Context: an optimization exercise on an open-source flow, tuned for small area and a short achievable clock period. The choices shown serve that exercise and are no tape-out recipe.
Function was checked by simulation only, so behaviour that the tests miss may differ from the original.
Power is estimated from default activity; no workload was simulated.

==> flow/design.v, too long to show whole: its modules and the start of the top module <==
// module mul_fa: 10 lines
// module mul_ha: 9 lines
// module mul16_lane: 789 lines
// module arrmul: 41 lines
module arrmul (
  input  logic         clk,
  input  logic         reset,
  input  logic [0:127] reg_A,
  input  logic [0:127] reg_B,
  input  logic [0:1]   ctrl_ww,
  input  logic [0:4]   alu_op,
  output logic [0:127] result
);
  // ...
==> flow/flow/run.sh <==
#!/bin/bash
# Standard ORFS layout with extra make settings from flow/make_args.txt (one VAR=value per
# line): the port buffers' cell and timing-repair margins. make's full output goes to make.log.
set -euo pipefail
args=()
while IFS= read -r line; do
  [[ -z "$line" || "$line" == \#* ]] && continue
  args+=("$line")
done < flow/make_args.txt
bash standard.sh "${args[@]}" finish > make.log 2>&1
==> flow/flow/make_args.txt <==
BUFFER_PORTS_ARGS=-buffer_cell sky130_fd_sc_hd__buf_1
SETUP_SLACK_MARGIN=5
==> flow/standard.sh <==
#!/bin/bash
# synth_recipe.tcl (not shown) runs the flow's synth.tcl, then flattens the netlist and writes it again
# the make line also repeats each setting of config.mk as NAME=value (left out here)
make -C /OpenROAD-flow-scripts/flow DESIGN_CONFIG=/design/flow/config.mk WORK_HOME=/design/flow/orfs CLKGATE_MAP_FILE= SYNTH_SCRIPT=/design/flow/synth_recipe.tcl "${@:-finish}"
==> flow/config.mk <==
export PLATFORM = sky130hd
export DESIGN_NAME = arrmul
export DESIGN_NICKNAME = arrmul
export VERILOG_FILES = /design/flow/design.v
export SDC_FILE = /design/flow/constraint.sdc
export NUM_CORES = 4
export LEC_CHECK = 0
export CAP_MARGIN = 20
export CORE_MARGIN = 2
export CORE_UTILIZATION = 40
export SLEW_MARGIN = 20
export SYNTH_HIERARCHICAL = 1
==> flow/constraint.sdc <==
create_clock -name core_clock -period 15.0 [get_ports {clk}]
set_input_delay 3.0000 -clock core_clock [delete_from_list [all_inputs] [get_ports {clk}]]
set_output_delay 3.0000 -clock core_clock [all_outputs]
set_load 0.01 [all_outputs]
==> flow_metrics.tcl, run 1 <==
set metrics [dict create \
    outcome "no timing/DRC/antenna violations" \
    critical_path.endpoint "result[96]$_DFF_PN0_" \
    crit_family "adder cells" \
    seq_area_mm2 0.00320 \
    routedWlPerCell_um 22.7 \
    grt_max_degree 76 \
    swShare_pct 41.6 \
    numPortBuffers 392 \
    power.group.top "combinational cells" \
    synth_nets 4666 \
    h-tree-depth 4 \
    max_stage_delay_ps 590 \
    synthTopCellsByCount "1086 x nor2_1, 804 x fa_1, 208 x xor2_1, 204 x ha_1, 148 x clkbuf_1" \
    cp_max_fo 25 \
    setup.worst_path.end_class "register" \
    setup_viol_count_final 0 \
    num_antenna_cells 0 \
    fin_tns_setup_ps 0 \
    hold_viol_final 0 \
    drt-met1-wl_um 44900 \
    cp-start-kind "input port" \
    power_frac_comb_pct 39.0 \
    multi_input_area_share_pct 79.2 \
    yosysUniqueCellTypes 46 \
    ios 393 \
    firstDrtPassIters 9 \
    wl_met2_um 51500 \
    ys_ff_latch 128 \
    ys.warnings.count 8 \
    comb_cell_power_uw 543 \
    power.share.clock_pct 33.4 \
    antenna_left 0 \
    worst-path-buf-inv 3 \
    grtUsageTotal_pct 25.9 \
    yosys.area_share.xor_xnor_pct 7.15 \
    reg_top3 "result: 128 flops" \
    syn2layout_area_growth_pct 10.4 \
    final_common_cell "nor2_1" \
    period_needed_ps 9730 \
    p_seq_uw 386 \
    seq_area_frac_synth_pct 9.48 \
    dp_cells 4807 \
    pwr-share-seq_pct 27.7 \
    relSlewSlack_pct 7.59 \
    syn_inst 3393 \
]
==> run 2: changes to the inputs <==
==> flow/flow/make_args.txt (replaced) <==
BUFFER_PORTS_ARGS=-buffer_cell sky130_fd_sc_hd__buf_1
SETUP_SLACK_MARGIN=5
MATCH_CELL_FOOTPRINT=0
==> flow_metrics.tcl, run 2 <==
set metrics [dict create \
    layout_setup_ws_ps 5210 \
    pwr-share-seq_pct 27.2 \
    seq_area_frac_synth_pct 9.48 \
    hold_path.class "in2async" \
    regMostFlops "result" \
    rows 106 \
    syn_inst 3393 \
    grt-ovfl-total 0 \
    synth_area_per_cell_um2 9.96 \
    routabilityCongestion 0.910 \
    leakage_uw 0.0198 \
    drive_gt1_share_pct 4.91 \
    vdd_drop_max_mv 0.0934 \
    numPortBuffers 392 \
    synth_area_leaders "fa_1 48%, nor2_1 12%, dfrtp_1 9.5%" \
    cp-start-kind "input port" \
    grt_pass1_vias 29300 \
    cts_tree "yes" \
    remaining_drc_errors 0 \
    grt_pass1_wl_um 170000 \
    drt_iter0_drc 2650 \
    routedWlPerCell_um 22.6 \
    finalMaxSlewViolations 0 \
    antenna_found_initial 3 \
    yosysUniqueCellTypes 46 \
    fin_tns_setup_ps 0 \
    clk_pin_slew_worst_paths_ps 90 \
    netSwitchingPower_uw 575 \
    synth-edff-count 0 \
    synth_nets 4666 \
    async_reset_ff_share_pct 100 \
    reg_top3 "result: 128 flops" \
    antenna_left 0 \
    firstDrtPassIters 11 \
    wirelength_um 110000 \
    ys.warnings.count 8 \
    final_common_cell "nor2_1" \
    die_h_um 295 \
    cp_max_fo 75 \
    yosys.cell_count.top_type "nor2_1" \
    setup_viol_count_final 0 \
    grtUsageTotal_pct 26.0 \
    hold_viol_final 0 \
    relSlewSlack_pct 5.34 \
    rsz0062_at_grt "false" \
    period_needed_ps 9790 \
    num_antenna_cells 0 \
    grt_max_degree 76 \
    initial_core_util_pct 40.4 \
    worstPathArrival_ps 10180 \
    core-area_mm2 0.0837 \
    powerDensity_mw_per_mm2 38.0 \
    final_util_pct 44.6 \
    ys_ff_latch 128 \
    clock-sinks 128 \
    ios 393 \
    dieArea_mm2 0.0868 \
    largest_reg_flops 128 \
    cts_buffers 17 \
    dp_slack_ps 3840 \
    vias_per_cell 5.66 \
    cts_hold_buffers 0 \
    syn2layout_area_growth_pct 10.6 \
    via_count 27400 \
    nFillCells 8150 \
    fmax_ghz 0.102 \
    cts_buffer_depth 2 \
    post-dp-hpwl_um 84000 \
    p_int_uw 845 \
    power.share.clock_pct 34.6 \
    cts_root_buf "clkbuf_16" \
    layout_common_cells "1084 x nor2_1, 804 x fa_1, 389 x buf_1" \
    setup.worst_path.end_class "register" \
    nNetsFinal 4971 \
    tightest_slew_ps 1420 \
    power_frac_comb_pct 38.3 \
    yosysTopAreaCellShare_pct 47.6 \
    yosys.area.top_type "fa_1" \
    cap_violations 0 \
    worstSetupPathType "in2reg" \
    swShare_pct 40.5 \
    outcome "no timing/DRC/antenna violations" \
    die_x_um 295 \
    synthTopCellsByCount "1086 x nor2_1, 804 x fa_1, 208 x xor2_1, 204 x ha_1, 148 x clkbuf_1" \
    power_uw 1420 \
    worstPathRequired_ps 15380 \
    fin_crit_sh_pct 65.3 \
    yosys_most_used_dff "dfrtp_1" \
    netlist_area_mm2 0.0338 \
    h-tree-depth 4 \
]
## run 2: changes by cell type in the layout (fill, tap and decap cells not counted), sizes merged
cell / change
buf: -2
and2: -1
bufinv: +2
clkinv: +1
inv: -4
clkbuf: +3
## run 2: repair_timing
action / in CTS / in global routing
pin swaps: 2 / 1
gates resized for setup: 6 / 25
cloned: 1 / 1
buffers inserted: 2 / 0
setup endpoints to repair: 50 / 59
## run 2: area by class of cell
class	count	area, um^2	share of cell area (%)
inverter	73	277	0.740
clock buffer	19	443	1.19
timing repair buffer	496	2280	6.11
sequential	128	3200	8.57
multi-input combinational	2982	29600	79.1
tap	1134	1420	3.80
clock inverter	12	184	0.492
## run 2: logic make-up after synthesis
logic type | count (synthesis) | share of synthesized area [%]
xor gates and xnor gates | 276 | 7.15
and+or+nand+nor | 1300 | 15.6
buffers and inverters | 285 | 3.36
DFF | 128 | 9.48
AOI/OAI and AO/OA | 396 | 9.24
adders and majority gates | 1008 | 55.2
## run 2: power groups by stage
stage          Clock [uW]  Combinational, uW  Sequential [uW]
2_1_floorplan           0                293              404
3_3_place_gp            0                530              394
3_5_place_dp            0                532              392
4_1_cts               508                538              386
5_1_grt               515                590              389
6_report              491                543              386
## run 2: per-layer routing
layer  GRT usage, %  up-vias  part of all wire, %
li1               -    11700                    -
met5              0        -                0.036
met2           41.5     1380                   47
met4           9.68        6                  3.5
met3           5.22      215                  8.9
met1           35.0    14100                   41
## run 2: critical path, stage by stage
cell and delay [ps]:
clkbuf_2 360, nor2b_4 220, buf_4 510, buf_8 420
a222oi_1 210, nand2b_1 400, nor2_1 220, xor2_1 210
fa_1 490, fa_1 460, fa_1 400, fa_1 510
fa_1 420, ha_1 370, a21oi_1 220, nand2_1 70
a221oi_1 630, a21oi_1 180, o221ai_1 480, a21oi_1 150
xor2_1 170
## run 2: modules after synthesis (local to each module, per instance)
module	cells inside	copies in the design	area [um^2]
arrmul	137	1	3270
mul16_lane	596	4	3420
mul_fa	1	788	20.0
mul_ha	1	84	12.5
## run 2: worst paths after layout
kind,startpoint,endpoint,slack (ps),depth (start not counted)
setup / recovery,ctrl_ww[1],result[73]$_DFF_PN0_,5210,21
hold / removal,reset,result[114]$_DFF_PN0_,2480,1
max in group asynchronous,reset,result[14]$_DFF_PN0_,11320,2
min in group core_clock,reg_A[23],result[31]$_DFF_PN0_,3060,4
## run 2: stage by stage
stage | cells | area (um^2) | hold slack, ps
floorplan | 3393 | 33800 | 2700
global placement | 4805 | 36600 | 3030
detailed placement | 4807 | 36600 | 3040
CTS | 4841 | 37300 | 2450
global route | 4844 | 37400 | 2490
finish | 4844 | 37400 | 2480
==> run 3: changes to the inputs <==
==> flow/flow/make_args.txt (replaced) <==
BUFFER_PORTS_ARGS=-buffer_cell sky130_fd_sc_hd__buf_1
SETUP_SLACK_MARGIN=7
==> flow_metrics.tcl, run 3 <==
set metrics [dict create \
    synth-edff-count 0 \
    netlist_area_mm2 0.0338 \
    routedWlPerCell_um 24.8 \
    pwr-share-seq_pct 24.3 \
    synth_nets 4666 \
    worstPathRequired_ps 15420 \
    drive_gt1_share_pct 18.5 \
    routabilityCongestion 0.892 \
    syn2layout_area_growth_pct 24.0 \
    worstSetupPathType "in2reg" \
    seq_area_frac_synth_pct 9.48 \
    cp-start-kind "input port" \
    via_count 29100 \
    ys_ff_latch 128 \
    clock-sinks 128 \
    wirelength_um 126000 \
    yosysUniqueCellTypes 46 \
    power.share.clock_pct 32.5 \
    initial_core_util_pct 40.4 \
    synth_area_per_cell_um2 9.96 \
    remaining_drc_errors 0 \
    setup_viol_count_final 0 \
    cts_root_buf "clkbuf_16" \
    regMostFlops "result" \
    ios 393 \
    ys.warnings.count 8 \
    die_x_um 295 \
    netSwitchingPower_uw 627 \
    worstPathArrival_ps 8940 \
    synth_area_leaders "fa_1 48%, nor2_1 12%, dfrtp_1 9.5%" \
    grt_pass1_vias 31200 \
    wl_met2_um 58700 \
    numPortBuffers 392 \
    cts_tree "yes" \
    powerDensity_mw_per_mm2 37.9 \
    relSlewSlack_pct 32.6 \
    drt_iter0_drc 2900 \
    synthTopCellsByCount "1086 x nor2_1, 804 x fa_1, 208 x xor2_1, 204 x ha_1, 148 x clkbuf_1" \
    final_common_cell "nor2_1" \
    yosysTopAreaCellShare_pct 47.6 \
    slowest_stage "a222oi_1" \
    vias_per_cell 5.72 \
    p_int_uw 959 \
    post-dp-hpwl_um 84700 \
    layout_common_cells "1034 x nor2_1, 748 x fa_1, 389 x buf_1" \
    core-area_mm2 0.0837 \
    fin_tns_setup_ps 0 \
    grt_max_degree 49 \
    async_reset_ff_share_pct 100 \
    outcome "no timing/DRC/antenna violations" \
    fin_crit_sh_pct 56.8 \
    cap_violations 0 \
    clk_pin_slew_worst_paths_ps 70 \
    rsz0062_at_grt "true" \
    rows 106 \
    nNetsFinal 5208 \
    tightest_slew_ps 1010 \
    leakage_uw 0.0216 \
    cp_max_fo 41 \
    grt-ovfl-total 0 \
    cts_buffer_depth 2 \
    drt-met1-wl_um 49900 \
    nFillCells 7709 \
    vdd_drop_max_mv 0.0914 \
    hold_path.class "in2async" \
    h-tree-depth 4 \
    grtUsageTotal_pct 29.0 \
    fmax_ghz 0.117 \
    hold_viol_final 0 \
    antenna_left 0 \
    cpMostUsedCell "fa_2" \
    syn_inst 3393 \
    routed.top_layer "met5" \
    antenna_found_initial 4 \
    dp_cells 4800 \
    largest_reg_flops 128 \
    crit_family "adder cells" \
    yosys.cell_count.top_type "nor2_1" \
    dieArea_mm2 0.0868 \
    swShare_pct 39.5 \
    route.met3.wl_um 11900 \
    cts_buffers 17 \
    layout.cells.non_filler 5084 \
    firstDrtPassIters 11 \
    grt_pass1_wl_um 187000 \
    setup.worst_path.end_class "register" \
    power_frac_comb_pct 43.2 \
    yosys.area.top_type "fa_1" \
    worst-path-buf-inv 4 \
    die_h_um 295 \
    reg_top3 "result: 128 flops" \
    max_stage_delay_ps 570 \
    yosys_most_used_dff "dfrtp_1" \
    finalMaxSlewViolations 0 \
    period_needed_ps 8510 \
    crit_chain "clkbuf_16 -> buf_12 -> buf_6 -> a222oi_1 -> nand2b_2 -> nor2_2 -> fa_2 -> fa_2 -> fa_1 -> fa_2 -> fa_2 -> fa_1 -> ha_1 -> a21oi_4 -> o21ai_2 -> a221o_1 -> a31oi_2 -> buf_4 -> o21a_1 -> nor2b_4 -> xnor2_2" \
]
## run 3: kinds of logic (layout without fill, tap and decap cells)
logic type                 Yosys count  count (layout)  share of synthesized area [%]
and+or+nand+nor                   1300            1305                           15.6
AOI/OAI and AO/OA                  396             396                           9.24
DFF                                128             128                           9.48
other                                0               2                              0
adders and majority gates         1008            1008                           55.2
xor gates and xnor gates           276             276                           7.15
buffers and inverters              285             835                           3.36
## run 3: layer usage
| metal | vias to the layer above | global-route usage [%] |
|---|---|---|
| met3 | 303 | 6.93 |
| met1 | 14900 | 37.4 |
| met4 | 4 | 13.5 |
| li1 | 12200 | - |
| met5 | - | 0 |
| met2 | 1634 | 46.1 |
## run 3: cell type report
| cell class | count | area [um^2] | share of cell area, % |
|---|---|---|---|
| Tap cell | 1134 | 1420 | 3.39 |
| Timing Repair Buffer | 729 | 4990 | 11.9 |
| Timing Repair inverter | 1 | 7.51 | 0.0179 |
| Antenna cell | 2 | 5.00 | 0.0119 |
| Inverter | 73 | 278 | 0.663 |
| Clock buffer | 19 | 433 | 1.03 |
| Sequential cell | 128 | 3200 | 7.64 |
| Clock inverter | 13 | 235 | 0.561 |
| Multi-Input combinational cell | 2985 | 31300 | 74.8 |
## run 3: final timing paths
| kind | startpoint | endpoint | slack, ps | depth (start not counted) |
|---|---|---|---|---|
| max | alu_op[4] | result[35]$_DFF_PN0_ | 6490 | 21 |
| min | reset | result[105]$_DFF_PN0_ | 2570 | 1 |
| max in group asynchronous | reset | result[12]$_DFF_PN0_ | 11190 | 2 |
| min in group core_clock | reg_A[23] | result[31]$_DFF_PN0_ | 3020 | 4 |
## run 3: modules after synthesis, one instance, submodules excluded
module | copies in the design | cells inside | cell area (um^2)
mul_ha | 84 | 1 | 12.5
mul16_lane | 4 | 596 | 3420
mul_fa | 788 | 1 | 20.0
arrmul | 1 | 137 | 3270
## run 3: what timing repair did
item | in CTS | in global routing
gates cloned | 19 | 7
hold endpoints to repair | 0 | 0
resized for setup | 228 | 139
pin swaps | 42 | 84
setup buffers | 173 | 51
hold buffers | 0 | 0
endpoints found under the setup margin | 96 | 75
## run 3: power groups by stage
| stage | Combinational (uW) | Clock [uW] | Sequential [uW] |
|---|---|---|---|
| after floorplan | 315 | 0 | 404 |
| after global placement | 547 | 0 | 393 |
| after detailed placement | 550 | 0 | 392 |
| after CTS | 646 | 532 | 386 |
| after global routing | 730 | 542 | 388 |
| final | 685 | 516 | 386 |
## run 3: metrics by stage
stage	instance area, um^2	power, uW	hold WS [ps]	setup WS, ps	utilization, %
finish	41900	1590	2570	6490	50.1
global route	41900	1660	2610	6310	50.1
CTS	40800	1560	2580	6570	48.7
detailed placement	37200	942	3140	4120	44.5
global placement	37200	941	3130	4110	44.4
floorplan	34900	719	2700	6270	-
==> run 4: changes to the inputs <==
--- a/flow/config.mk
+++ b/flow/config.mk
@@ -9,3 +9,4 @@
 export CORE_MARGIN = 2
-export CORE_UTILIZATION = 40
+export CORE_UTILIZATION = 60
+export PLACE_DENSITY = 0.72
 export SLEW_MARGIN = 20
==> flow_metrics.tcl, run 4 <==
set metrics [dict create \
    outcome "no timing/DRC/antenna violations" \
    regMostFlops "result" \
    grt-ovfl-total 0 \
    cp_max_fo 7 \
    tightest_slew_ps 1100 \
    cts_root_buf "clkbuf_16" \
    drive_gt1_share_pct 20.2 \
    grt_max_degree 72 \
    rsz0062_at_grt "true" \
    worstPathArrival_ps 9300 \
    worstSetupPathType "in2reg" \
    swShare_pct 41.0 \
    setup_viol_count_final 0 \
    seq_area_frac_synth_pct 9.48 \
    yosys.area.top_type "fa_1" \
    async_reset_ff_share_pct 100 \
    synth_area_per_cell_um2 9.96 \
    ys.warnings.count 8 \
    ys_ff_latch 128 \
    die_h_um 241 \
    largest_reg_flops 128 \
    numPortBuffers 392 \
    dp_slack_ps 3870 \
    wirelength_um 130000 \
    period_needed_ps 8890 \
    synth_area_leaders "fa_1 48%, nor2_1 12%, dfrtp_1 9.5%" \
    cp-start-kind "input port" \
    grt_pass1_vias 32900 \
    worst-path-buf-inv 4 \
    hold_viol_final 0 \
    dieArea_mm2 0.0582 \
    die_x_um 241 \
    routabilityCongestion 0.978 \
    yosysTopAreaCellShare_pct 47.6 \
    reg_top3 "result: 128 flops" \
    hold_path.class "in2async" \
    power_frac_comb_pct 45.2 \
    nNetsFinal 5205 \
    crit_family "adder cells" \
    syn2layout_area_growth_pct 22.5 \
    h-tree-depth 4 \
    critical_path.endpoint "result[0]$_DFF_PN0_" \
    grt_pass1_wl_um 189000 \
    vias_per_cell 6.56 \
    grtUsageTotal_pct 44.4 \
    cap_violations 0 \
    cpMostUsedCell "fa_2" \
    layout_common_cells "1038 x nor2_1, 712 x fa_1, 389 x buf_1" \
    yosys_most_used_dff "dfrtp_1" \
    routedWlPerCell_um 27.7 \
    max_stage_delay_ps 830 \
    yosysUniqueCellTypes 46 \
    initial_core_util_pct 61.0 \
    drt_iter0_drc 4040 \
    via_count 30800 \
    fin_crit_sh_pct 59.3 \
    leakage_uw 0.0213 \
    ios 393 \
    firstDrtPassIters 13 \
    core-area_mm2 0.0554 \
    remaining_drc_errors 0 \
    p_int_uw 937 \
    slowest_stage "a222oi_1" \
    cts_buffers 17 \
    vdd_drop_max_mv 0.0923 \
    final_common_cell "nor2_1" \
    powerDensity_mw_per_mm2 38.4 \
    clock-sinks 128 \
    yosys.cell_count.top_type "nor2_1" \
    finalMaxSlewViolations 0 \
    fin_tns_setup_ps 0 \
    clk_pin_slew_worst_paths_ps 70 \
    crit_chain "clkbuf_16 -> buf_16 -> and2_4 -> buf_6 -> a222oi_1 -> nand2b_4 -> buf_6 -> nor2_4 -> fa_2 -> fa_2 -> fa_2 -> fa_2 -> fa_2 -> fa_1 -> ha_2 -> a21oi_4 -> o21ai_2 -> a221o_1 -> a31oi_2 -> o211ai_1 -> a31oi_1 -> xnor2_1" \
    layout_setup_ws_ps 6110 \
    pwr-share-seq_pct 24.4 \
    fmax_ghz 0.112 \
    synthTopCellsByCount "1086 x nor2_1, 804 x fa_1, 208 x xor2_1, 204 x ha_1, 148 x clkbuf_1" \
    crit_cells 22 \
    relSlewSlack_pct 26.3 \
    netSwitchingPower_uw 651 \
    post-dp-hpwl_um 85000 \
    power.share.clock_pct 30.3 \
    worstPathRequired_ps 15400 \
    cts_buffer_depth 2 \
    netlist_area_mm2 0.0338 \
    setup.worst_path.end_class "register" \
    antenna_left 0 \
    startpoint "alu_op[4]" \
    cts_tree "yes" \
    rows 86 \
    synth-edff-count 0 \
    syn_inst 3393 \
    antenna_found_initial 3 \
    synth_nets 4666 \
]
## run 4: cell counts after synthesis
Identical to the previous run, type by type.
## run 4: layer usage
| metal | track usage (%) | vias to the layer above | share of wire [%] |
|---|---|---|---|
| li1 | - | 12200 | - |
| met1 | 55.9 | 15400 | 34 |
| met2 | 66.1 | 2567 | 44 |
| met3 | 15.6 | 605 | 15 |
| met4 | 27.1 | 4 | 7.4 |
| met5 | 0 | - | 0.046 |
## run 4: kinds of logic after synthesis
logic type / after synthesis / synth area share (%)
xor+xnor: 276 / 7.15
flops: 128 / 9.48
compound gates: 396 / 9.24
fa+ha+maj: 1008 / 55.2
buf+inv: 285 / 3.36
simple gates: 1300 / 15.6
## run 4: timing repair
item	CTS	global route
setup buffers	181	48
pin swaps	123	107
endpoints found under the setup margin	94	80
resized for setup	300	112
gates cloned	20	6
hold buffers	0	0
## run 4: final cells by class
cell class / count / area [um^2]
tap: 748 / 936
sequential: 128 / 3200
multi-input combinational: 2985 / 31600
fill: 3903 / 14000
clock buffer: 17 / 425
clock inverter: 14 / 201
antenna: 4 / 10.0
timing repair buffer: 727 / 4750
inverter: 73 / 280
## run 4: worst min path at each step
stage                     depth (start not counted)                    to  start  slack, ps
final                                             1  result[15]$_DFF_PN0_  reset       2660
after global routing                              1  result[15]$_DFF_PN0_  reset       2730
after CTS                                         1  result[15]$_DFF_PN0_  reset       2680
after detailed placement                          1  result[15]$_DFF_PN0_  reset       3220
after global placement                            1  result[15]$_DFF_PN0_  reset       3200
after floorplan                                   0   result[0]$_DFF_PN0_  reset       2700
## run 4: modules after synthesis, one instance, submodules excluded
module      cells inside  flops+latches
mul_ha                 1              0
mul_fa                 1              0
mul16_lane           596              0
arrmul               137            128
## run 4: power by group through the flow
stage	Clock [uW]	Combinational, uW	Sequential (uW)
after floorplan	0	315	404
after global placement	0	535	393
after detailed placement	0	546	393
after CTS	487	653	387
after global routing	497	750	390
final	482	718	388
## run 4: per-stage QoR
step | hold slack [ps] | instance area (um^2) | total power [uW] | utilization (%) | std cells
after floorplan | 2700 | 34900 | 719 | - | 3393
after global placement | 3200 | 36600 | 928 | 66.1 | 4403
after detailed placement | 3220 | 36700 | 939 | 66.2 | 4406
after CTS | 2680 | 40300 | 1530 | 72.8 | 4638
after global routing | 2730 | 41400 | 1640 | 74.7 | 4693
final | 2660 | 41400 | 1590 | 74.7 | 4696
==> run 5: changes to the inputs <==
==> flow/flow/make_args.txt (replaced) <==
BUFFER_PORTS_ARGS=-buffer_cell sky130_fd_sc_hd__buf_1
SETUP_SLACK_MARGIN=6
--- a/flow/config.mk
+++ b/flow/config.mk
@@ -9,4 +9,3 @@
 export CORE_MARGIN = 2
-export CORE_UTILIZATION = 60
-export PLACE_DENSITY = 0.72
+export CORE_UTILIZATION = 40
 export SLEW_MARGIN = 20
==> flow_metrics.tcl, run 5 <==
set metrics [dict create \
    cts_root_buf "clkbuf_16" \
    yosysUniqueCellTypes 46 \
    post-dp-hpwl_um 85100 \
    rows 106 \
    fin_crit_sh_pct 59.1 \
    core-area_mm2 0.0837 \
    hold_viol_final 0 \
    synth_area_leaders "fa_1 48%, nor2_1 12%, dfrtp_1 9.5%" \
    cts_buffer_depth 2 \
    synth_nets 4666 \
    outcome "no timing/DRC/antenna violations" \
    finalInstanceArea_mm2 0.0382 \
    syn2layout_area_growth_pct 13.0 \
    grt_pass1_wl_um 171000 \
    ys.warnings.count 8 \
    ys_ff_latch 128 \
    ios 393 \
    worstSetupPathType "in2reg" \
    powerDensity_mw_per_mm2 37.0 \
    async_reset_ff_share_pct 100 \
    cap_violations 0 \
    cp_max_fo 65 \
    synth_area_per_cell_um2 9.96 \
    firstDrtPassIters 10 \
    antenna_found_initial 6 \
    routabilityCongestion 0.892 \
    setup_viol_count_final 0 \
    dp_cells 4797 \
    relSlewSlack_pct 20.7 \
    cts_tree "yes" \
    grt_max_degree 102 \
    wirelength_um 115000 \
    initial_core_util_pct 40.4 \
    hold_path.class "in2async" \
    tightest_slew_ps 1190 \
    reg_top3 "result: 128 flops" \
    clk_pin_slew_worst_paths_ps 70 \
    cts_buffers 17 \
    rsz0062_at_grt "true" \
    regMostFlops "result" \
    grt_pass1_vias 29200 \
    numPortBuffers 392 \
    via_count 27800 \
    yosysTopAreaCellShare_pct 47.6 \
    worstPathArrival_ps 9280 \
    worstPathRequired_ps 15420 \
    antenna_left 0 \
    cts_hold_buffers 0 \
    netlist_area_mm2 0.0338 \
    syn_inst 3393 \
    remaining_drc_errors 0 \
    finalMaxSlewViolations 0 \
    drt_iter0_drc 2985 \
    leakage_uw 0.0202 \
    h-tree-depth 4 \
    die_h_um 295 \
    layout.cells.non_filler 4893 \
    die_x_um 295 \
    vdd_drop_max_mv 0.0907 \
    fmax_ghz 0.113 \
    synthTopCellsByCount "1086 x nor2_1, 804 x fa_1, 208 x xor2_1, 204 x ha_1, 148 x clkbuf_1" \
    yosys_most_used_dff "dfrtp_1" \
    period_needed_ps 8860 \
    layout_common_cells "1082 x nor2_1, 804 x fa_1, 389 x buf_1" \
    grt-ovfl-total 0 \
    nFillCells 8062 \
    setup.worst_path.end_class "register" \
    fin_tns_setup_ps 0 \
    grtUsageTotal_pct 26.3 \
    final_common_cell "nor2_1" \
    drive_gt1_share_pct 7.16 \
    yosys.cell_count.top_type "nor2_1" \
    yosys.area.top_type "fa_1" \
    seq_area_frac_synth_pct 9.48 \
    largest_reg_flops 128 \
    clock-sinks 128 \
    nNetsFinal 5019 \
    synth-edff-count 0 \
    routedWlPerCell_um 23.6 \
    cp-start-kind "input port" \
    vias_per_cell 5.69 \
    dieArea_mm2 0.0868 \
    placed_area_mm2 0.0366 \
]
run 5: kinds of logic after synthesis:
| family | count (synthesis) | share of synthesized area, % |
|---|---|---|
| xor+xnor | 276 | 7.15 |
| flops | 128 | 9.48 |
| simple gates | 1300 | 15.6 |
| buf+inv | 285 | 3.36 |
| fa+ha+maj | 1008 | 55.2 |
| compound gates | 396 | 9.24 |
run 5: per-module statistics from Yosys, one instance, submodules excluded:
| module | cells inside | flops+latches |
|---|---|---|
| arrmul | 137 | 128 |
| mul_fa | 1 | 0 |
| mul_ha | 1 | 0 |
| mul16_lane | 596 | 0 |
run 5: critical path, stage by stage:
cell and delay [ps]:
clkbuf_4 230, nor2b_4 190, buf_12 180, a222oi_1 550, nand2b_1 430, nor2_1 120, fa_1 440, fa_1 580
fa_1 450, fa_1 400, fa_1 400, fa_1 470, ha_1 340, a21oi_2 200, o21ai_0 110, a221o_1 430
a31oi_2 220, o211ai_1 140, a31oi_1 210, xnor2_1 150
run 5: repair_timing:
item | CTS | global route
pin swaps | 5 | 9
gates cloned | 3 | 6
gates resized for setup | 56 | 60
endpoints found under the hold margin | 0 | 0
buffers inserted | 10 | 44
endpoints found under the setup margin | 70 | 61
run 5: final cells by class:
cell class	instances	area, um^2	share of cell area, %
Clock buffer	19	443	1.16
Sequential cell	128	3200	8.39
Timing Repair Buffer	542	2870	7.53
Clock inverter	12	138	0.360
Timing Repair inverter	1	7.51	0.0197
Tap cell	1134	1420	3.72
Multi-Input combinational cell	2983	29800	78.1
Inverter	73	278	0.727
Antenna cell	1	2.50	0.00655
run 5: metrics by stage:
step                      power (uW)  util (%)  hold slack (ps)  worst slack (ps)
final                           1410      45.6             2480              6140
after CTS                       1400      44.7             2450              5960
after global routing            1490      45.6             2480              6000
after global placement           923      43.6             3020              4240
after detailed placement         924      43.7             3020              4230
after floorplan                  698         -             2700              5900
run 5: power breakdown:
part           total (uW)  internal [uW]  switching (uW)
clock network         451            248             203
logic                 574            204             369
registers             388            374            14.1
total                1410            827             586
run 5: worst max-delay path by stage:
| stage | from | endpoint | slack (ps) |
|---|---|---|---|
| after global placement | alu_op[4] | result[0]$_DFF_PN0_ | 4240 |
| after CTS | ctrl_ww[1] | result[64]$_DFF_PN0_ | 5960 |
| final | ctrl_ww[1] | result[96]$_DFF_PN0_ | 6140 |
| after detailed placement | alu_op[4] | result[64]$_DFF_PN0_ | 4230 |
| after floorplan | ctrl_ww[0] | result[0]$_DFF_PN0_ | 5900 |
| after global routing | ctrl_ww[1] | result[64]$_DFF_PN0_ | 6000 |
run 5: per-layer routing:
| metal | GRT usage [%] | part of all wire (%) |
|---|---|---|
| met1 | 35.4 | 40 |
| met5 | 0 | 0.023 |
| met2 | 42.6 | 47 |
| met4 | 9.18 | 3.3 |
| met3 | 4.68 | 9.3 |
==> run 6: changes to the inputs <==
==> flow/flow/make_args.txt (replaced) <==
BUFFER_PORTS_ARGS=-buffer_cell sky130_fd_sc_hd__buf_1
SETUP_SLACK_MARGIN=6
RECOVER_POWER=50
==> flow_metrics.tcl, run 6 <==
set metrics [dict create \
    synth_area_leaders "fa_1 48%, nor2_1 12%, dfrtp_1 9.5%" \
    cpMostUsedCell "fa_1" \
    fin_crit_sh_pct 59.1 \
    yosys.area_share.xor_xnor_pct 7.15 \
    grt_pass1_vias 29200 \
    firstDrtPassIters 9 \
    worst-path-buf-inv 2 \
    worstSetupPathType "in2reg" \
    synthTopCellsByCount "1086 x nor2_1, 804 x fa_1, 208 x xor2_1, 204 x ha_1, 148 x clkbuf_1" \
    drt_iter0_drc 3029 \
    synth_top_family_by_area "adder cells" \
    tightest_slew_ps 3240 \
    netlist_area_mm2 0.0338 \
    syn_inst 3393 \
    yosys_most_used_dff "dfrtp_1" \
    cap_violations 3 \
    crit_cells 20 \
    relSlewSlack_pct -116 \
    reg_top3 "result: 128 flops" \
    via_count 27700 \
    cts_buffers 17 \
    h-tree-depth 4 \
    grtUsageTotal_pct 26.3 \
    remaining_drc_errors 0 \
    nFillCells 8061 \
    fin_tns_setup_ps 0 \
    cts_tree "yes" \
    antenna_left 0 \
    die_h_um 295 \
    drive_gt1_share_pct 7.08 \
    post-dp-hpwl_um 85100 \
    rows 106 \
    cp-start-kind "input port" \
    numPortBuffers 392 \
    setup_viol_count_final 0 \
    routedWlPerCell_um 23.6 \
    min_from "reg_A[23]" \
    grt-ovfl-total 0 \
    async_reset_ff_share_pct 100 \
    netSwitchingPower_uw 587 \
    power.share.clock_pct 32.0 \
    final_common_cell "nor2_1" \
    worstPathRequired_ps 15430 \
    so_faults "capacitance limit, slew limit" \
    routabilityCongestion 0.892 \
    yosys.area.top_type "fa_1" \
    crit_family "adder cells" \
    yosysUniqueCellTypes 46 \
    slowest_stage "fa_1" \
    power_frac_comb_pct 40.5 \
    nNetsFinal 5019 \
    vdd_drop_max_mv 0.0910 \
    synthAdderAreaFrac_pct 55.2 \
    fmax_ghz 0.113 \
    period_needed_ps 8860 \
    p_int_uw 826 \
    leakage_uw 0.0202 \
    ios 393 \
    synth_area_per_cell_um2 9.96 \
    finalMaxSlewViolations 133 \
    hold-path-cell-count 4 \
    powerDensity_mw_per_mm2 37.0 \
    synth-edff-count 0 \
    ys.warnings.count 8 \
    worstPathArrival_ps 9290 \
    cts_root_buf "clkbuf_16" \
    num_antenna_cells 0 \
    cts_buffer_depth 2 \
    setup.worst_path.end_class "register" \
    core-area_mm2 0.0837 \
    holdWs_ps 3030 \
    grt_pass1_wl_um 171000 \
    crit_chain "clkbuf_4 -> and2_4 -> buf_12 -> a22o_1 -> nand2_1 -> nor2_1 -> fa_1 -> fa_1 -> fa_1 -> fa_1 -> fa_1 -> fa_1 -> ha_1 -> a21oi_2 -> o21ai_0 -> a221o_1 -> a31oi_2 -> o211ai_1 -> a31oi_1 -> xnor2_1" \
    vias_per_cell 5.66 \
    muxShareOfSynthArea_pct 0 \
    max_stage_delay_ps 520 \
    dieArea_mm2 0.0868 \
    antenna_found_initial 6 \
    initial_core_util_pct 40.4 \
    grt_max_degree 102 \
    yosys.cell_count.top_type "nor2_1" \
    yosysTopAreaCellShare_pct 47.6 \
    layout_common_cells "1082 x nor2_1, 804 x fa_1, 389 x buf_1" \
    swShare_pct 41.5 \
    pwr-share-seq_pct 27.5 \
    outcome "failed layout checks" \
    cts_hold_buffers 0 \
    seq_area_frac_synth_pct 9.48 \
    wirelength_um 115000 \
    regMostFlops "result" \
    ys_ff_latch 128 \
    hold_viol_final 0 \
    clk_pin_slew_worst_paths_ps 70 \
    die_x_um 295 \
    hold_path_end "result[31]$_DFF_PN0_" \
    hold_path.class "in2reg" \
    synth_compound_area_share_pct 9.24 \
    largest_reg_flops 128 \
    synth_nets 4666 \
    cp_max_fo 66 \
    rsz0062_at_grt "true" \
    clock-sinks 128 \
    syn2layout_area_growth_pct 13.0 \
    synth-simple-area-share_pct 15.6 \
]
==> run 6: cell counts after synthesis <==
No cell type changed its count.
==> run 6: modules after synthesis (local to each module, per instance) <==
module / cells / flops+latches
arrmul: 137 / 128
mul_fa: 1 / 0
mul_ha: 1 / 0
mul16_lane: 596 / 0
==> run 6: layer usage <==
metal | global-route usage, % | vias to the layer above | part of all wire (%)
met4 | 9.18 | 4 | 3.4
met1 | 35.4 | 14100 | 40
met2 | 42.6 | 1520 | 47
li1 | - | 11800 | -
met5 | 0 | - | 0.023
met3 | 4.68 | 233 | 9.5
==> run 6: logic make-up after synthesis <==
logic type	count (synthesis)
AOI/OAI and AO/OA	396
adders and majority gates	1008
xor gates and xnor gates	276
DFF	128
and+or+nand+nor	1300
buffers and inverters	285
==> run 6: power groups by stage <==
| stage | clock (uW) | sequential, uW | combinational (uW) |
|---|---|---|---|
| floorplan | 0 | 404 | 294 |
| global placement | 0 | 396 | 527 |
| detailed placement | 0 | 394 | 530 |
| CTS | 471 | 389 | 541 |
| global route | 481 | 390 | 619 |
| finish | 453 | 388 | 572 |
==> run 6: tightest hold or removal path: stages <==
cell and delay [ps]:
buf_1 100, a222oi_1 80, buf_4 180, nor2_1 110
==> run 6: per-stage QoR <==
| step | utilization [%] | area (um^2) | instances | power, uW | setup slack, ps |
|---|---|---|---|---|---|
| 3_3_place_gp | 43.6 | 36500 | 4792 | 923 | 4240 |
| 4_1_cts | 44.7 | 37400 | 4841 | 1400 | 5960 |
| 2_1_floorplan | - | 33800 | 3393 | 698 | 5900 |
| 5_1_grt | 45.6 | 38200 | 4892 | 1490 | 6000 |
| 6_report | 45.6 | 38200 | 4892 | 1410 | 6140 |
| 3_5_place_dp | 43.7 | 36600 | 4797 | 924 | 4230 |
==> run 6: cell type report <==
type                       instances  area [um^2]  share of cell area [%]
timing repair inverter             1         7.51                  0.0197
timing repair buffer             542         2860                    7.50
clock buffer                      19          443                    1.16
tap                             1134         1420                    3.72
sequential                       128         3200                    8.39
inverter                          73          278                   0.728
multi-input combinational       2983        29800                    78.1
clock inverter                    12          138                   0.361
==> run 6: worst max-delay path by stage <==
stage	startpoint	to	slack, ps
4_1_cts	ctrl_ww[1]	result[64]$_DFF_PN0_	5960
2_1_floorplan	ctrl_ww[0]	result[0]$_DFF_PN0_	5900
6_report	ctrl_ww[1]	result[64]$_DFF_PN0_	6140
3_3_place_gp	alu_op[4]	result[0]$_DFF_PN0_	4240
5_1_grt	ctrl_ww[1]	result[64]$_DFF_PN0_	6000
3_5_place_dp	alu_op[4]	result[64]$_DFF_PN0_	4230
==> run 6: what timing repair did <==
item,4_1_cts,5_1_grt
setup endpoints to repair,70,61
endpoints found under the hold margin,0,0
gates resized for setup,56,60
buffers inserted,10,44
pin swaps,5,9
cloned,3,6
==> run 7: changes to the inputs <==
==> flow/flow/make_args.txt (replaced) <==
BUFFER_PORTS_ARGS=-buffer_cell sky130_fd_sc_hd__buf_1
SETUP_SLACK_MARGIN=6
SKIP_GATE_CLONING=1
==> flow_metrics.tcl, run 7 <==
set metrics [dict create \
    ys_ff_latch 128 \
    routabilityCongestion 0.892 \
    hold_path.class "in2async" \
    remaining_drc_errors 0 \
    cts_tree "yes" \
    setup.worst_path.end_class "register" \
    cts_hold_buffers 0 \
    core-area_mm2 0.0837 \
    reg_top3 "result: 128 flops" \
    powerDensity_mw_per_mm2 37.1 \
    numPortBuffers 392 \
    grtUsageTotal_pct 26.3 \
    cts_buffer_depth 2 \
    seq_area_frac_synth_pct 9.48 \
    tightest_slew_ps 1200 \
    regMostFlops "result" \
    die_h_um 295 \
    cap_violations 0 \
    finalMaxSlewViolations 0 \
    fmax_ghz 0.113 \
    critical_path.endpoint "result[96]$_DFF_PN0_" \
    drive_gt1_share_pct 7.57 \
    die_x_um 295 \
    firstDrtPassIters 11 \
    layout_common_cells "1083 x nor2_1, 804 x fa_1, 389 x buf_1" \
    grt_max_degree 100 \
    fin_crit_sh_pct 59.2 \
    fin_tns_setup_ps 0 \
    yosysUniqueCellTypes 46 \
    met3_usage_pct 4.94 \
    dieArea_mm2 0.0868 \
    antenna_left 0 \
    dp_slack_ps 4230 \
    yosys.area.top_type "fa_1" \
    worstSetupPathType "in2reg" \
    cp-start-kind "input port" \
    met2_usage_pct 42.6 \
    seq_area_mm2 0.00320 \
    yosys.cell_count.top_type "nor2_1" \
    via_count 27900 \
    cp_max_fo 29 \
    post-dp-hpwl_um 85100 \
    layout.cells.non_filler 4910 \
    routedWlPerCell_um 23.6 \
    dp_cells 4797 \
    yosys_most_used_dff "dfrtp_1" \
    cts_buffers 17 \
    initial_core_util_pct 40.4 \
    largest_reg_flops 128 \
    grt_pass1_wl_um 171000 \
    syn_inst 3393 \
    wirelength_um 116000 \
    hold_viol_final 0 \
    async_reset_ff_share_pct 100 \
    multi_input_area_mm2 0.0298 \
    synth_nets 4666 \
    yosysTopAreaCellShare_pct 47.6 \
    rows 106 \
    worstPathRequired_ps 15420 \
    synth_area_leaders "fa_1 48%, nor2_1 12%, dfrtp_1 9.5%" \
    grt_pass1_vias 29200 \
    grt-ovfl-total 0 \
    drt_iter0_drc 3036 \
    nNetsFinal 5037 \
    final_common_cell "nor2_1" \
    vdd_drop_max_mv 0.0900 \
    netlist_area_mm2 0.0338 \
    cts_root_buf "clkbuf_16" \
    syn2layout_area_growth_pct 13.5 \
    startpoint "alu_op[4]" \
    vias_per_cell 5.68 \
    ys.warnings.count 8 \
    worstPathArrival_ps 9300 \
    leakage_uw 0.0203 \
    outcome "no timing/DRC/antenna violations" \
    ios 393 \
    met1_usage_pct 35.2 \
    rsz0062_at_grt "true" \
    setup_viol_count_final 0 \
    synth_area_per_cell_um2 9.96 \
    synthTopCellsByCount "1086 x nor2_1, 804 x fa_1, 208 x xor2_1, 204 x ha_1, 148 x clkbuf_1" \
    top_usage_layer "met2" \
    period_needed_ps 8880 \
    antenna_found_initial 6 \
    synth-edff-count 0 \
    nFillCells 8048 \
    clock-sinks 128 \
    clk_pin_slew_worst_paths_ps 70 \
    num_antenna_cells 0 \
    h-tree-depth 4 \
    layout_setup_ws_ps 6120 \
    relSlewSlack_pct 20.2 \
]
[run 7: cell counts after synthesis]
No cell type changed its count.
[run 7: how the worst min path moves through the flow]
| stage | cells after the start | startpoint | slack (ps) | end |
|---|---|---|---|---|
| 5_1_grt | 1 | reset | 2480 | result[104]$_DFF_PN0_ |
| 6_report | 1 | reset | 2490 | result[105]$_DFF_PN0_ |
| 2_1_floorplan | 0 | reset | 2700 | result[0]$_DFF_PN0_ |
| 3_3_place_gp | 1 | reset | 3020 | result[105]$_DFF_PN0_ |
| 3_5_place_dp | 1 | reset | 3020 | result[105]$_DFF_PN0_ |
| 4_1_cts | 1 | reset | 2450 | result[105]$_DFF_PN0_ |
[run 7: layout make-up]
class | instances | area share [%]
clock buffer | 19 | 1.16
sequential | 128 | 8.36
tap | 1134 | 3.70
inverter | 73 | 0.725
multi-input combinational | 2980 | 77.8
timing repair buffer | 564 | 7.92
clock inverter | 12 | 0.359
[run 7: what timing repair did]
item,CTS,global route
resized for setup,52,58
setup endpoints to repair,70,59
pin swaps,4,7
buffers inserted,15,66
[run 7: Yosys stat by module, one instance, submodules excluded]
module,times used,cells,flip-flops and latches
mul16_lane,4,596,0
arrmul,1,137,128
mul_ha,84,1,0
mul_fa,788,1,0
[run 7: report_power, final]
| part | internal [uW] | switching [uW] |
|---|---|---|
| Combinational | 211 | 372 |
| Clock | 248 | 203 |
| Sequential | 374 | 14.1 |
| Total | 833 | 589 |
[run 7: kinds of logic (layout without fill, tap and decap cells)]
| kind of cell | count (synthesis) | after routing | share of synthesized area [%] |
|---|---|---|---|
| xor gates and xnor gates | 276 | 276 | 7.15 |
| buffers and inverters | 285 | 668 | 3.36 |
| DFF | 128 | 128 | 9.48 |
| AOI/OAI and AO/OA | 396 | 396 | 9.24 |
| adders and majority gates | 1008 | 1008 | 55.2 |
| and+or+nand+nor | 1300 | 1300 | 15.6 |
[run 7: layer usage]
metal / up-vias / wire length (um)
met5: - / 81
met4: 12 / 4820
met3: 265 / 11100
met2: 1522 / 53900
met1: 14300 / 46200
li1: 11900 / -
[run 7: critical path, stage by stage]
cell and delay [ps]:
buf_8 200, clkinvlp_4 150, buf_4 170, buf_12 180
buf_12 210, a222oi_1 330, buf_4 250, buf_4 170
nor2_1 60, fa_1 570, fa_1 450, fa_1 490
fa_1 590, fa_1 460, ha_1 370, a21o_1 200
a21o_1 210, a221o_1 450, a31oi_2 220, o211ai_1 140
a31oi_1 220, xnor2_1 150
[run 7: per-stage QoR]
step	cell area, um^2	util (%)	power [uW]	hold slack, ps
5_1_grt	38300	45.8	1500	2480
6_report	38300	45.8	1420	2490
4_1_cts	37500	44.8	1400	2450
3_5_place_dp	36600	43.7	924	3020
3_3_place_gp	36500	43.6	923	3020
2_1_floorplan	33800	-	698	2700
==> run 8: changes to the inputs <==
==> flow/flow/make_args.txt (replaced) <==
BUFFER_PORTS_ARGS=-buffer_cell sky130_fd_sc_hd__buf_1
SETUP_SLACK_MARGIN=6
--- a/flow/config.mk
+++ b/flow/config.mk
@@ -10,2 +10,3 @@
 export CORE_UTILIZATION = 40
+export PLACE_DENSITY = 0.75
 export SLEW_MARGIN = 20
==> flow_metrics.tcl, run 8 <==
set metrics [dict create \
    outcome "no timing/DRC/antenna violations" \
    yosys.cell_count.top_type "nor2_1" \
    slowest_stage "a22oi_1" \
    synth_area_per_cell_um2 9.96 \
    clock-sinks 128 \
    grt-ovfl-total 0 \
    crit_chain "buf_12 -> buf_16 -> nor2b_4 -> buf_4 -> clkbuf_16 -> a22oi_1 -> nor2_1 -> fa_1 -> fa_1 -> fa_1 -> fa_1 -> fa_1 -> ha_1 -> nand4_1 -> nor2_1 -> nand3_1 -> a211o_1 -> a21boi_1 -> o22ai_1 -> xnor2_1" \
    period_needed_ps 8920 \
    fmax_ghz 0.112 \
    cts_buffers 17 \
    reg_top3 "result: 128 flops" \
    grt_max_degree 73 \
    antenna_left 0 \
    fin_tns_setup_ps 0 \
    yosysTopAreaCellShare_pct 47.6 \
    grt_pass1_vias 30800 \
    synthTopCellsByCount "1086 x nor2_1, 804 x fa_1, 208 x xor2_1, 204 x ha_1, 148 x clkbuf_1" \
    remaining_drc_errors 0 \
    yosysUniqueCellTypes 46 \
    rsz0062_at_grt "true" \
    worstPathArrival_ps 9320 \
    hold_path.class "in2async" \
    cts_tree "yes" \
    via_count 29100 \
    nNetsFinal 5032 \
    syn_inst 3393 \
    worst-path-buf-inv 4 \
    cp_max_fo 31 \
    clk_pin_slew_worst_paths_ps 80 \
    power_uw 1440 \
    cts_hold_buffers 0 \
    ios 393 \
    initial_core_util_pct 40.4 \
    die_x_um 295 \
    netlist_area_mm2 0.0338 \
    cts_buffer_depth 2 \
    numPortBuffers 392 \
    holdWs_ps 2450 \
    largest_reg_flops 128 \
    h-tree-depth 4 \
    vias_per_cell 5.93 \
    synth_nets 4666 \
    layout.cells.non_filler 4909 \
    drt_iter0_drc 3629 \
    relSlewSlack_pct 24.2 \
    async_reset_ff_share_pct 100 \
    cts_root_buf "clkbuf_16" \
    wirelength_um 114000 \
    grt_pass1_wl_um 169000 \
    finalMaxSlewViolations 0 \
    yosys_most_used_dff "dfrtp_1" \
    routabilityCongestion 0.963 \
    worstPathRequired_ps 15400 \
    ys.warnings.count 8 \
    yosys.area.top_type "fa_1" \
    nFillCells 7756 \
    rows 106 \
    worstSetupPathType "in2reg" \
    powerDensity_mw_per_mm2 37.5 \
    syn2layout_area_growth_pct 13.6 \
    final_util_pct 45.9 \
    routedWlPerCell_um 23.2 \
    core-area_mm2 0.0837 \
    setup.worst_path.end_class "register" \
    leakage_uw 0.0203 \
    seq_area_frac_synth_pct 9.48 \
    synth_area_leaders "fa_1 48%, nor2_1 12%, dfrtp_1 9.5%" \
    post-dp-hpwl_um 81600 \
    cap_violations 0 \
    regMostFlops "result" \
    vdd_drop_max_mv 0.0890 \
    final_common_cell "nor2_1" \
    tightest_slew_ps 1140 \
    max_stage_delay_ps 790 \
    grtUsageTotal_pct 25.5 \
    firstDrtPassIters 11 \
    cpMostUsedCell "fa_1" \
    fin_crit_sh_pct 59.5 \
    antenna_found_initial 8 \
    crit_cells 20 \
    crit_family "adder cells" \
    synth-edff-count 0 \
    hold_viol_final 0 \
    ys_ff_latch 128 \
    dp_cells 4788 \
    setup_viol_count_final 0 \
    dieArea_mm2 0.0868 \
    drive_gt1_share_pct 7.77 \
    layout_common_cells "1083 x nor2_1, 803 x fa_1, 390 x buf_1" \
    cp-start-kind "input port" \
    die_h_um 295 \
]
## run 8: cell types whose count changed in the layout (fill, tap and decap cells not counted), sizes merged
cell	previous run	this run
inv	73	82
clkbuf	27	25
and3b	1	2
buf	553	544
and3	5	6
clkinvlp	3	1
nor2	1086	1088
clkinv	7	4
nor2b	21	22
bufinv	2	1
and2	10	12
clkdlybuf4s15	1	0
clkdlybuf4s18	2	0
diode	0	3
## run 8: layout make-up
type	instances	area [um^2]	area share [%]
repair buffers	552	2990	7.78
well taps	1134	1420	3.70
inverters	73	278	0.723
flip-flops and latches	128	3200	8.34
diodes	3	7.51	0.0196
clock inverters	15	188	0.489
clock buffers	17	425	1.11
multi-input cells	2987	29900	77.8
## run 8: routing by layer
metal | up-vias | share of wire, % | wire (um) | track usage [%]
li1 | 11900 | - | - | -
met1 | 14500 | 35 | 40000 | 31.1
met2 | 2226 | 46 | 52300 | 40.8
met3 | 516 | 13 | 14400 | 7.81
met4 | 10 | 6.1 | 6960 | 13.5
met5 | - | 0.059 | 67 | 0
## run 8: cells by family after synthesis
family                     Yosys count  share of synthesized area, %
xor gates and xnor gates           276                          7.15
DFF                                128                          9.48
AOI/OAI and AO/OA                  396                          9.24
and+or+nand+nor                   1300                          15.6
buffers and inverters              285                          3.36
adders and majority gates         1008                          55.2
## run 8: path summary, 6_finish.rpt
check | slack (ps) | start | endpoint
setup / recovery | 6080 | alu_op[4] | result[101]$_DFF_PN0_
hold / removal | 2450 | reset | result[76]$_DFF_PN0_
max in group asynchronous | 11340 | reset | result[96]$_DFF_PN0_
min in group core_clock | 2990 | reg_A[23] | result[31]$_DFF_PN0_
## run 8: stage by stage
step,instance area (um^2),setup slack [ps]
floorplan,33800,5900
global placement,36400,4200
detailed placement,36500,4140
CTS,37400,6010
global route,38400,5930
finish,38400,6080
## run 8: where the power goes
part | internal, uW | switching [uW]
clock | 240 | 235
combinational | 209 | 371
sequential | 374 | 12.4
## run 8: what timing repair did
item | 4_1_cts | 5_1_grt
setup endpoints to repair | 76 | 59
pin swaps | 7 | 12
buffers inserted | 9 | 62
resized for setup | 66 | 68
gates cloned | 7 | 7
## run 8: Yosys stat by module (local to each module, per instance)
module | flip-flops and latches | cells inside | copies in the design | area (um^2)
arrmul | 128 | 137 | 1 | 3270
mul16_lane | 0 | 596 | 4 | 3420
mul_fa | 0 | 1 | 788 | 20.0
mul_ha | 0 | 1 | 84 | 12.5
==> run 9: changes to the inputs <==
--- a/flow/config.mk
+++ b/flow/config.mk
@@ -10,3 +10,3 @@
 export CORE_UTILIZATION = 40
-export PLACE_DENSITY = 0.75
+export GPL_TIMING_DRIVEN = 0
 export SLEW_MARGIN = 20
==> flow_metrics.tcl, run 9 <==
set metrics [dict create \
    cts_tree "yes" \
    cp_max_fo 8 \
    cts_buffer_depth 2 \
    final_common_cell "nor2_1" \
    dp_slack_ps 3130 \
    tightest_slew_ps 1130 \
    die_h_um 295 \
    nFillCells 7775 \
    yosysTopAreaCellShare_pct 47.6 \
    cts_buffers 17 \
    syn2layout_area_growth_pct 21.8 \
    synth_nets 4666 \
    drt_iter0_drc 2811 \
    synth_area_per_cell_um2 9.96 \
    grt_max_degree 33 \
    final_util_pct 49.2 \
    synth_area_leaders "fa_1 48%, nor2_1 12%, dfrtp_1 9.5%" \
    regMostFlops "result" \
    ys.warnings.count 8 \
    numPortBuffers 392 \
    outcome "no timing/DRC/antenna violations" \
    worstSetupPathType "in2reg" \
    grt_pass1_wl_um 180000 \
    relSlewSlack_pct 24.9 \
    clk_pin_slew_worst_paths_ps 80 \
    vias_per_cell 5.61 \
    drive_gt1_share_pct 15.2 \
    synthTopCellsByCount "1086 x nor2_1, 804 x fa_1, 208 x xor2_1, 204 x ha_1, 148 x clkbuf_1" \
    ios 393 \
    finalMaxSlewViolations 0 \
    dieArea_mm2 0.0868 \
    antenna_found_initial 6 \
    seq_area_frac_synth_pct 9.48 \
    syn_inst 3393 \
    grt-ovfl-total 0 \
    initial_core_util_pct 40.4 \
    firstDrtPassIters 11 \
    hold_path.class "in2async" \
    ys_ff_latch 128 \
    cts_root_buf "clkbuf_16" \
    cp-start-kind "input port" \
    netlist_area_mm2 0.0338 \
    hold_viol_final 0 \
    yosys_most_used_dff "dfrtp_1" \
    reg_top3 "result: 128 flops" \
    worstPathRequired_ps 15420 \
    leakage_uw 0.0213 \
    core-area_mm2 0.0837 \
    wirelength_um 119000 \
    async_reset_ff_share_pct 100 \
    rows 106 \
    grt_pass1_vias 30900 \
    via_count 29000 \
    h-tree-depth 4 \
    layout.cells.non_filler 5166 \
    routabilityCongestion 0.944 \
    layout_common_cells "1074 x nor2_1, 742 x fa_1, 398 x buf_1" \
    cap_violations 0 \
    layout_setup_ws_ps 5860 \
    rsz0062_at_grt "true" \
    period_needed_ps 9140 \
    grtUsageTotal_pct 27.6 \
    worstPathArrival_ps 9560 \
    routedWlPerCell_um 23.0 \
    power_uw 1520 \
    clock-sinks 128 \
    synth-edff-count 0 \
    antenna_left 0 \
    vdd_drop_max_mv 0.0911 \
    die_x_um 295 \
    dp_cells 4998 \
    yosys.cell_count.top_type "nor2_1" \
    powerDensity_mw_per_mm2 36.8 \
    remaining_drc_errors 0 \
    yosysUniqueCellTypes 46 \
    setup.worst_path.end_class "register" \
    fmax_ghz 0.109 \
    fin_crit_sh_pct 60.9 \
    setup_viol_count_final 0 \
    yosys.area.top_type "fa_1" \
    nNetsFinal 5289 \
    post-dp-hpwl_um 92900 \
    fin_tns_setup_ps 0 \
    largest_reg_flops 128 \
]
-- run 9: cell counts after synthesis --
Identical to the previous run, type by type.
-- run 9: modules after synthesis, one instance, submodules excluded --
module,times used,flops+latches
mul16_lane,4,0
mul_fa,788,0
mul_ha,84,0
arrmul,1,128
-- run 9: layout make-up --
type	instances	area, um^2	share of cell area (%)
plain buffers	212	1780	4.32
repair inverters	1	7.51	0.0182
inverters	73	278	0.675
repair buffers	603	3310	8.05
clock buffers	19	443	1.08
multi-input cells	2980	30500	74.2
diodes	4	10.0	0.0243
well taps	1134	1420	3.45
clock inverters	12	185	0.450
flip-flops and latches	128	3200	7.78
-- run 9: critical path, stage by stage --
cell        delay (ps)
buf_16             120
buf_12             140
clkinvlp_4          90
buf_12             160
nor2_4              50
buf_12             170
buf_16             170
buf_8              140
a222oi_1           290
buf_4              230
buf_6              120
clkbuf_16          140
nor2_4              30
fa_1               460
fa_1               580
fa_1               460
fa_2               380
fa_1               490
fa_1               610
ha_4               230
a21oi_4            180
o21ai_2             90
a221o_1            380
a31oi_2            230
o211ai_1           170
a31oi_1            240
xnor2_1            140
-- run 9: metrics by stage --
step | hold WS, ps | instance area [um^2]
global placement | 3440 | 36700
floorplan | 2700 | 33800
global route | 2370 | 41200
finish | 2380 | 41200
detailed placement | 2930 | 37300
CTS | 2340 | 40100
-- run 9: worst max-delay path by stage --
stage | start | endpoint
CTS | alu_op[4] | result[3]$_DFF_PN0_
global placement | alu_op[4] | result[3]$_DFF_PN0_
global route | alu_op[4] | result[64]$_DFF_PN0_
floorplan | ctrl_ww[0] | result[0]$_DFF_PN0_
finish | alu_op[4] | result[64]$_DFF_PN0_
detailed placement | alu_op[4] | result[3]$_DFF_PN0_
-- run 9: cell families (layout without fill, tap and decap cells) --
group           after synthesis  in the layout  synth area share (%)
simple gates               1300           1300                  15.6
fa+ha+maj                  1008           1008                  55.2
compound gates              396            396                  9.24
buf+inv                     285            920                  3.36
xor+xnor                    276            276                  7.15
flops                       128            128                  9.48
other cells                   0              4                     0
-- run 9: power breakdown --
part	internal (uW)	switching [uW]
clock network	282	205
registers	374	10.1
logic	253	392
-- run 9: what timing repair did --
action,4_1_cts,5_1_grt
gates resized for setup,342,240
gates cloned,3,3
endpoints found under the setup margin,88,56
pin swaps,101,126
setup buffers,87,37
hold buffers,0,0
-- run 9: per-layer routing --
metal	GRT usage (%)	wire, um	vias to the layer above	part of all wire, %
met3	7.44	10900	272	9.2
met5	0	25	-	0.021
li1	-	-	12400	-
met2	44.1	55600	1549	47
met1	35.3	47400	14800	40
met4	11.8	4890	4	4.1
==> run 10: changes to the inputs <==
--- a/flow/config.mk
+++ b/flow/config.mk
@@ -10,3 +10,3 @@
 export CORE_UTILIZATION = 40
-export GPL_TIMING_DRIVEN = 0
+export GPL_ROUTABILITY_DRIVEN = 0
 export SLEW_MARGIN = 20
==> flow_metrics.tcl, run 10 <==
set metrics [dict create \
    synth_nets 4666 \
    grt_pass1_wl_um 171000 \
    largest_reg_flops 128 \
    firstDrtPassIters 10 \
    fmax_ghz 0.113 \
    netlist_area_mm2 0.0338 \
    antenna_left 0 \
    ios 393 \
    reg_top3 "result: 128 flops" \
    vias_per_cell 5.69 \
    yosys_most_used_dff "dfrtp_1" \
    grt-ovfl-total 0 \
    clk_pin_slew_worst_paths_ps 70 \
    outcome "no timing/DRC/antenna violations" \
    finalMaxSlewViolations 0 \
    core-area_mm2 0.0837 \
    leakage_uw 0.0202 \
    cts_buffer_depth 2 \
    worstPathRequired_ps 15420 \
    grt_pass1_vias 29200 \
    powerDensity_mw_per_mm2 37.0 \
    drt_iter0_drc 2985 \
    nFillCells 8062 \
    setup.worst_path.end_class "register" \
    power.share.clock_pct 31.9 \
    worstPathArrival_ps 9280 \
    cp_max_fo 65 \
    initial_core_util_pct 40.4 \
    hold_path.class "in2async" \
    synth-edff-count 0 \
    cap_violations 0 \
    numPortBuffers 392 \
    yosys.cell_count.top_type "nor2_1" \
    vdd_drop_max_mv 0.0907 \
    pwr-share-seq_pct 27.5 \
    final_common_cell "nor2_1" \
    syn_inst 3393 \
    swShare_pct 41.5 \
    die_h_um 295 \
    layout_common_cells "1082 x nor2_1, 804 x fa_1, 389 x buf_1" \
    tightest_slew_ps 1190 \
    rows 106 \
    multi_input_area_mm2 0.0298 \
    seq_area_mm2 0.00320 \
    cts_hold_buffers 0 \
    grt_max_degree 102 \
    remaining_drc_errors 0 \
    ys_ff_latch 128 \
    synthTopCellsByCount "1086 x nor2_1, 804 x fa_1, 208 x xor2_1, 204 x ha_1, 148 x clkbuf_1" \
    drive_gt1_share_pct 7.16 \
    synth_area_per_cell_um2 9.96 \
    yosysUniqueCellTypes 46 \
    antenna_found_initial 6 \
    placed_area_mm2 0.0366 \
    worstSetupPathType "in2reg" \
    setup_viol_count_final 0 \
    h-tree-depth 4 \
    yosys.area.top_type "fa_1" \
    routedWlPerCell_um 23.6 \
    hold_viol_final 0 \
    ys.warnings.count 8 \
    fin_tns_setup_ps 0 \
    cts_root_buf "clkbuf_16" \
    power_frac_comb_pct 40.6 \
    seq_area_frac_synth_pct 9.48 \
    grtUsageTotal_pct 26.3 \
    wirelength_um 115000 \
    relSlewSlack_pct 20.7 \
    nNetsFinal 5019 \
    syn2layout_area_growth_pct 13.0 \
    post-dp-hpwl_um 85100 \
    synth_area_leaders "fa_1 48%, nor2_1 12%, dfrtp_1 9.5%" \
    dieArea_mm2 0.0868 \
    finalInstanceArea_mm2 0.0382 \
    period_needed_ps 8860 \
    fin_crit_sh_pct 59.1 \
    cts_tree "yes" \
    netSwitchingPower_uw 586 \
    yosysTopAreaCellShare_pct 47.6 \
    rsz0062_at_grt "true" \
    async_reset_ff_share_pct 100 \
    regMostFlops "result" \
    cts_buffers 17 \
    cp-start-kind "input port" \
    clock-sinks 128 \
    die_x_um 295 \
    p_int_uw 827 \
    via_count 27800 \
]
[run 10: area by class of cell]
| class | instances | share of cell area [%] |
|---|---|---|
| Antenna cell | 1 | 0.00655 |
| Sequential cell | 128 | 8.39 |
| Inverter | 73 | 0.727 |
| Tap cell | 1134 | 3.72 |
| Clock inverter | 12 | 0.360 |
| Timing Repair Buffer | 542 | 7.53 |
| Clock buffer | 19 | 1.16 |
| Multi-Input combinational cell | 2983 | 78.1 |
| Timing Repair inverter | 1 | 0.0197 |
[run 10: worst max-delay path by stage]
stage	startpoint	slack (ps)	cells past startpoint	to
after global routing	ctrl_ww[1]	6000	20	result[64]$_DFF_PN0_
after floorplan	ctrl_ww[0]	5900	19	result[0]$_DFF_PN0_
after global placement	alu_op[4]	4240	21	result[0]$_DFF_PN0_
final	ctrl_ww[1]	6140	20	result[96]$_DFF_PN0_
after CTS	ctrl_ww[1]	5960	20	result[64]$_DFF_PN0_
after detailed placement	alu_op[4]	4230	21	result[64]$_DFF_PN0_
[run 10: power groups by stage]
stage	Clock [uW]	Combinational, uW	Sequential (uW)
after floorplan	0	294	404
after global placement	0	527	396
after detailed placement	0	530	394
after CTS	471	541	389
after global routing	481	619	390
final	451	574	388
[run 10: Yosys stat by module (local to each module, per instance)]
| module | cells inside | times used | flops+latches |
|---|---|---|---|
| mul16_lane | 596 | 4 | 0 |
| mul_ha | 1 | 84 | 0 |
| mul_fa | 1 | 788 | 0 |
| arrmul | 137 | 1 | 128 |
[run 10: layer usage]
layer,global-route usage (%),share of wire (%),vias up
met3,4.68,9.3,215
met1,35.4,40,14200
met4,9.18,3.3,4
li1,-,-,11800
met5,0,0.023,-
met2,42.6,47,1568
[run 10: kinds of logic (layout without fill, tap and decap cells)]
group | after synthesis | after routing | synth area share (%)
simple gates | 1300 | 1303 | 15.6
fa+ha+maj | 1008 | 1008 | 55.2
compound gates | 396 | 396 | 9.24
buf+inv | 285 | 647 | 3.36
xor+xnor | 276 | 276 | 7.15
flops | 128 | 128 | 9.48
other cells | 0 | 1 | 0
[run 10: repair_timing]
item                       CTS  global route
gates cloned                 3             6
buffers inserted            10            44
setup endpoints to repair   70            61
pin swaps                    5             9
gates resized for setup     56            60
[run 10: worst max-delay path, stage by stage]
cell and delay (ps):
clkbuf_4 230, nor2b_4 190, buf_12 180, a222oi_1 550
nand2b_1 430, nor2_1 120, fa_1 440, fa_1 580
fa_1 450, fa_1 400, fa_1 400, fa_1 470
ha_1 340, a21oi_2 200, o21ai_0 110, a221o_1 430
a31oi_2 220, o211ai_1 140, a31oi_1 210, xnor2_1 150
[run 10: through the flow]
| stage | utilization (%) | power (uW) | worst slack [ps] | std cells | hold slack [ps] |
|---|---|---|---|---|---|
| finish | 45.6 | 1410 | 6140 | 4893 | 2480 |
| global placement | 43.6 | 923 | 4240 | 4792 | 3020 |
| global route | 45.6 | 1490 | 6000 | 4892 | 2480 |
| CTS | 44.7 | 1400 | 5960 | 4841 | 2450 |
| detailed placement | 43.7 | 924 | 4230 | 4797 | 3020 |
| floorplan | - | 698 | 5900 | 3393 | 2700 |

[port drivers added, routing unchanged]
How much do the figures lean on ideal ports? The routed layouts below were timed once more, with nothing changed but the port constraints. Step 1, drivers: a clkbuf_16 drives clk and a buf_2 each remaining input, both assumed. Step 2 also shifts input and output timing later by t, the mid clock arrival at the registers, as if the neighbouring blocks saw the same clock. a / b / c = no drivers / after step 1 / after step 2; a / b = the first two.
| run | t (ns) | setup WS [ns] | hold slack, ns | worst setup path after step 2 | slew at the worst register clock pin (ns) |
|---|---|---|---|---|---|
| run 1 | 0.569 | 5.271 / 5.220 / 4.652 | 2.491 / 2.446 / 3.014 | input to register | 0.09 / 0.09 |
| run 2 | 0.578 | 5.208 / 5.156 / 4.578 | 2.481 / 2.435 / 3.013 | input to register | 0.09 / 0.09 |
| run 3 | 0.564 | 6.485 / 6.331 / 5.768 | 2.573 / 2.530 / 3.094 | input to register | 0.08 / 0.08 |
| run 4 | 0.552 | 6.106 / 5.988 / 5.436 | 2.661 / 2.621 / 3.173 | input to register | 0.08 / 0.08 |
| run 5 | 0.569 | 6.139 / 6.186 / 5.617 | 2.484 / 2.438 / 3.007 | input to register | 0.08 / 0.08 |
| run 6 | 0.571 | 6.135 / 6.182 / 5.612 | 3.033 / 2.994 / 3.454 | input to register | 0.08 / 0.08 |
| run 7 | 0.566 | 6.118 / 6.135 / 5.570 | 2.487 / 2.444 / 3.009 | input to register | 0.08 / 0.08 |
| run 8 | 0.569 | 6.077 / 6.074 / 5.505 | 2.449 / 2.401 / 2.970 | input to register | 0.09 / 0.09 |
| run 9 | 0.573 | 5.861 / 5.871 / 5.298 | 2.377 / 2.326 / 2.898 | input to register | 0.08 / 0.08 |
| run 10 | 0.569 | 6.139 / 6.186 / 5.617 | 2.484 / 2.438 / 3.007 | input to register | 0.08 / 0.08 |
The setup slack of run 3, which loses most, moves by -0.154 ns with the drivers and by -0.717 ns with both steps.
